Background: an optimization exercise with open tools, aiming at small area. Do not read the settings as production practice.
The RTL was checked by simulation tests, not by an equivalence proof against the original design.

Setup of v6:
==> module vfu_lane, before the edit <==
module vfu_lane
#(
    parameter int K = 0
)
(
    input  logic        en,
    input  logic        c_min,
    input  logic        c_max,
    input  logic        c_eq,
    input  logic        c_lt,
    input  logic        c_le,
    input  logic        c_sgnj,
    input  logic        c_sgnjn,
    input  logic        c_sgnjx,
    input  logic        c_skew,
    input  logic        c_trans,
    input  logic        c_bcast,
    input  logic        c_asel,
    input  logic        funct0,
    input  logic        opcode3,
    input  logic [31:0] a,       
    input  logic [31:0] a0,      
    input  logic        a0_nan,
    input  logic        a0_zero,
    input  logic [31:0] b,
    input  logic [31:0] ts,      
    input  logic [31:0] ss,      
    input  logic [31:0] q,
    output logic        a_nan_o,
    output logic        a_zero_o,
    output logic [31:0] d
);
    localparam bit DIAG  = (K == 0) || (K == 4) || (K == 8);
    localparam bit TSRC  = (K == 1) || (K == 2) || (K == 3) || (K == 5) || (K == 6) || (K == 7);
    localparam bit SSRC  = (K == 1) || (K == 2) || (K == 3) || (K == 6);
    localparam bit SA0   = (K == 5) || (K == 7);
    localparam bit SNEG  = (K == 2) || (K == 3) || (K == 7);
    logic        use_a0;
    logic [31:0] ae;
    logic        an_raw, az_raw, an, az, bn;
    logic        lt, gt, eq;
    logic        sa, sb, sd;
    logic        ltm, zm, unord, nn;
    logic        f_lt, f_eq, f_le, flag;
    logic        mm, mm_a, mm_b;
    logic        sel_a, sel_b, sel_t, sel_s, nn_mm;
    assign an_raw   = (a[30:23] == 8'hff) && (a[22:0] != '0);
    assign az_raw   = (a[30:0] == '0);
    assign a_nan_o  = an_raw;
    assign a_zero_o = az_raw;
    if (K == 0) begin : g_l0
        assign use_a0 = 1'b1;
        assign ae     = a;
        assign an     = an_raw;
        assign az     = az_raw;
    end else begin : g_ln
        if (SA0) begin : g_sa0
            assign use_a0 = c_asel | ((funct0) & opcode3);
        end else begin : g_nsa0
            assign use_a0 = c_asel;
        end
        assign ae = use_a0 ? a0 : a;
        assign an = use_a0 ? a0_nan : an_raw;
        assign az = use_a0 ? a0_zero : az_raw;
    end
    assign bn = (b[30:23] == 8'hff) && (b[22:0] != '0);
    vfu_magcmp u_cmp (.a(ae[30:0]), .b(b[30:0]), .lt(lt), .gt(gt));
    assign eq = ~(lt | gt);
    assign sa = ae[31];
    assign sb = b[31];
    assign sd = sa ^ sb;
    assign ltm   = sd ? sa : (sa ? gt : lt);
    assign zm    = eq & az;
    assign unord = an | bn;
    assign nn    = an & bn;
    assign f_lt = ~unord & ltm & ~zm;
    assign f_eq = ~unord & ((~sd & eq) | zm);
    assign f_le = f_lt | f_eq;
    assign flag = (c_eq & f_eq) | (c_lt & f_lt) | (c_le & f_le);
    assign mm   = c_min | c_max;
    assign mm_a = c_min ? (~an & (bn | ltm)) : (~nn & ~(~bn & (an | ltm)));
    assign mm_b = ~nn & ~mm_a;
    assign nn_mm = mm & nn;
    assign sel_a = (mm & mm_a) | c_sgnj | c_sgnjn | c_sgnjx
                 | (DIAG ? c_trans : 1'b0) | (SA0 ? c_skew : 1'b0);
    assign sel_b = mm & mm_b;
    assign sel_t = TSRC ? c_trans : 1'b0;
    assign sel_s = SSRC ? c_skew : 1'b0;
    logic s_a, s_an, s_b, s_bn, s_x;
    assign s_a  = en & ((mm & mm_a) | (DIAG ? c_trans : 1'b0) | ((SA0 && !SNEG) ? c_skew : 1'b0));
    assign s_an = en & ((SA0 && SNEG) ? c_skew : 1'b0);
    assign s_b  = en & ((mm & mm_b) | c_sgnj);
    assign s_bn = en & c_sgnjn;
    assign s_x  = en & c_sgnjx;
    logic ea, eb, et, es, en_n;
    assign ea   = en & sel_a;
    assign eb   = en & sel_b;
    assign et   = en & sel_t;
    assign es   = en & sel_s;
    assign en_n = ~en;
    assign d[31]    = (s_a & sa) | (s_an & ~sa) | (s_b & sb) | (s_bn & ~sb) | (s_x & sd)
                    | (et & ts[31]) | (es & (ss[31] ^ SNEG)) | (en_n & q[31]);
    assign d[30:23] = ({8{ea}} & ae[30:23]) | ({8{eb}} & b[30:23]) | ({8{et}} & ts[30:23])
                    | ({8{es}} & ss[30:23]) | ({8{en_n}} & q[30:23]) | {8{en & nn_mm}};
    assign d[22]    = (ea & ae[22]) | (eb & b[22]) | (et & ts[22]) | (es & ss[22])
                    | (en_n & q[22]) | (en & nn_mm);
    assign d[21:1]  = ({21{ea}} & ae[21:1]) | ({21{eb}} & b[21:1]) | ({21{et}} & ts[21:1])
                    | ({21{es}} & ss[21:1]) | ({21{en_n}} & q[21:1]);
    assign d[0]     = (ea & ae[0]) | (eb & b[0]) | (et & ts[0]) | (es & ss[0])
                    | (en_n & q[0]) | (en & flag);
endmodule
Settings: LEC_CHECK=0, CAP_MARGIN=20, CORE_AREA=5 5 515 515, DIE_AREA=0 0 520 520, PLACE_DENSITY=0.75, SLEW_MARGIN=20; clock period 6.0 ns.
standard.sh (not shown) runs the stock make flow with config.mk's settings and CLKGATE_MAP_FILE= SYNTH_SCRIPT=/design/flow/synth_recipe.tcl, a recipe that flattens the netlist after the stock synthesis.
==> flow/flow/run.sh <==
#!/bin/bash
# Own layout flow: the standard ORFS flow, with two changes:
#  - synthesis maps with an area-oriented ABC script (synth_area.tcl);
#    registers are untouched since ABC runs on the combinational logic only.
#  - port buffers use sky130_fd_sc_hd__buf_1 instead of the default cell.
#  - clock tree: smaller buffers, larger sink clusters, no dummy loads.
set -euo pipefail
W=$(pwd)
F=$W/flow
export MY_ABC_SCRIPT=$F/abc_area.script
CTS_ARGS="-sink_clustering_enable -repair_clock_nets -dont_use_dummy_load"
CTS_ARGS+=" -buf_list sky130_fd_sc_hd__clkbuf_8 -sink_clustering_size 20 -sink_clustering_max_diameter 60"
bash $W/standard.sh \
  SYNTH_SCRIPT=$F/synth_area.tcl \
  "BUFFER_PORTS_ARGS=-buffer_cell sky130_fd_sc_hd__buf_1" \
  "CTS_ARGS=$CTS_ARGS" \
  finish > $W/flow_make.log 2>&1
==> flow/flow/abc_area.script <==
strash
&get -n
&st
&dch
&nf -R 1000
&put
strash
&get -n
&st
&dch
&nf -R 1000
&put
topo
==> flow/flow/synth_area.tcl <==
# Same as synth_recipe.tcl, but ABC maps with the script named by MY_ABC_SCRIPT.
proc abc {args} {
  set i [lsearch -exact $args -script]
  if { $i >= 0 } { lset args [expr {$i + 1}] $::env(MY_ABC_SCRIPT) }
  yosys abc {*}$args
}
source [file dirname [file normalize [info script]]]/../synth_recipe.tcl
Changes in v7 relative to v6:
-- flow/design.v --
<<< v6, line 138
        end
        assign ae = use_a0 ? a0 : a;
        assign an = use_a0 ? a0_nan : an_raw;
        assign az = use_a0 ? a0_zero : az_raw;
    end
    assign bn = (b[30:23] == 8'hff) && (b[22:0] != '0);
>>> v7, line 138
        end
        assign ae = use_a0 ? a0 : a;
        assign an = (ae[30:23] == 8'hff) && (ae[22:0] != '0);
        assign az = (ae[30:0] == '0);
    end
    assign bn = (b[30:23] == 8'hff) && (b[22:0] != '0);
- The flow did not stop early for v7: all stages ran, and the layout cleared the timing, DRC and antenna checks.
- v7 -> v6: area enclosed by the die boundary delta 0, exact match
- In v7 the number of clock buffers in the layout turned out 11 higher than in v6.
- Compared to v6, v7 shows a narrower setup margin.
- In v7, the register-to-register slack came out 0.26 ns below the value in v6.
- Higher path length in cells of the critical path among v7 and v6: v7
- Comparing v6 against v7, there is no change at all in H-tree depth reported by CTS.

## static timing again, ports no longer ideal
How much do the figures lean on ideal ports? The routed layouts below were timed once more, with nothing changed but the port constraints.
Step 1: set_driving_cell puts a clkbuf_16 on clk and a buf_2 on each other input, an assumption about the parent block.
Step 2 also shifts input and output timing later by t, the mid clock arrival at the registers, as if the neighbouring blocks saw the same clock.
Three values: ideal, step 1, step 2; two values: the first two.
run | shift t [ns] | slack for setup (ns) | hold WS [ns] | worst register clock-pin slew, ns | worst data-port slew with drivers (ns)
v6 | 0.901 | 0.375 / 0.431 / -0.471 | 0.475 / 0.449 / 0.475 | 0.11 / 0.11 | 0.45
v7 | 0.891 | 0.336 / 0.397 / -0.495 | 0.471 / 0.409 / 0.506 | 0.11 / 0.11 | 0.38
Met with ideal ports but missed after step 2: setup timing in v6 and v7. For v6, which loses most, drivers alone change the setup slack by +0.056 ns; drivers and shift together by -0.846 ns.
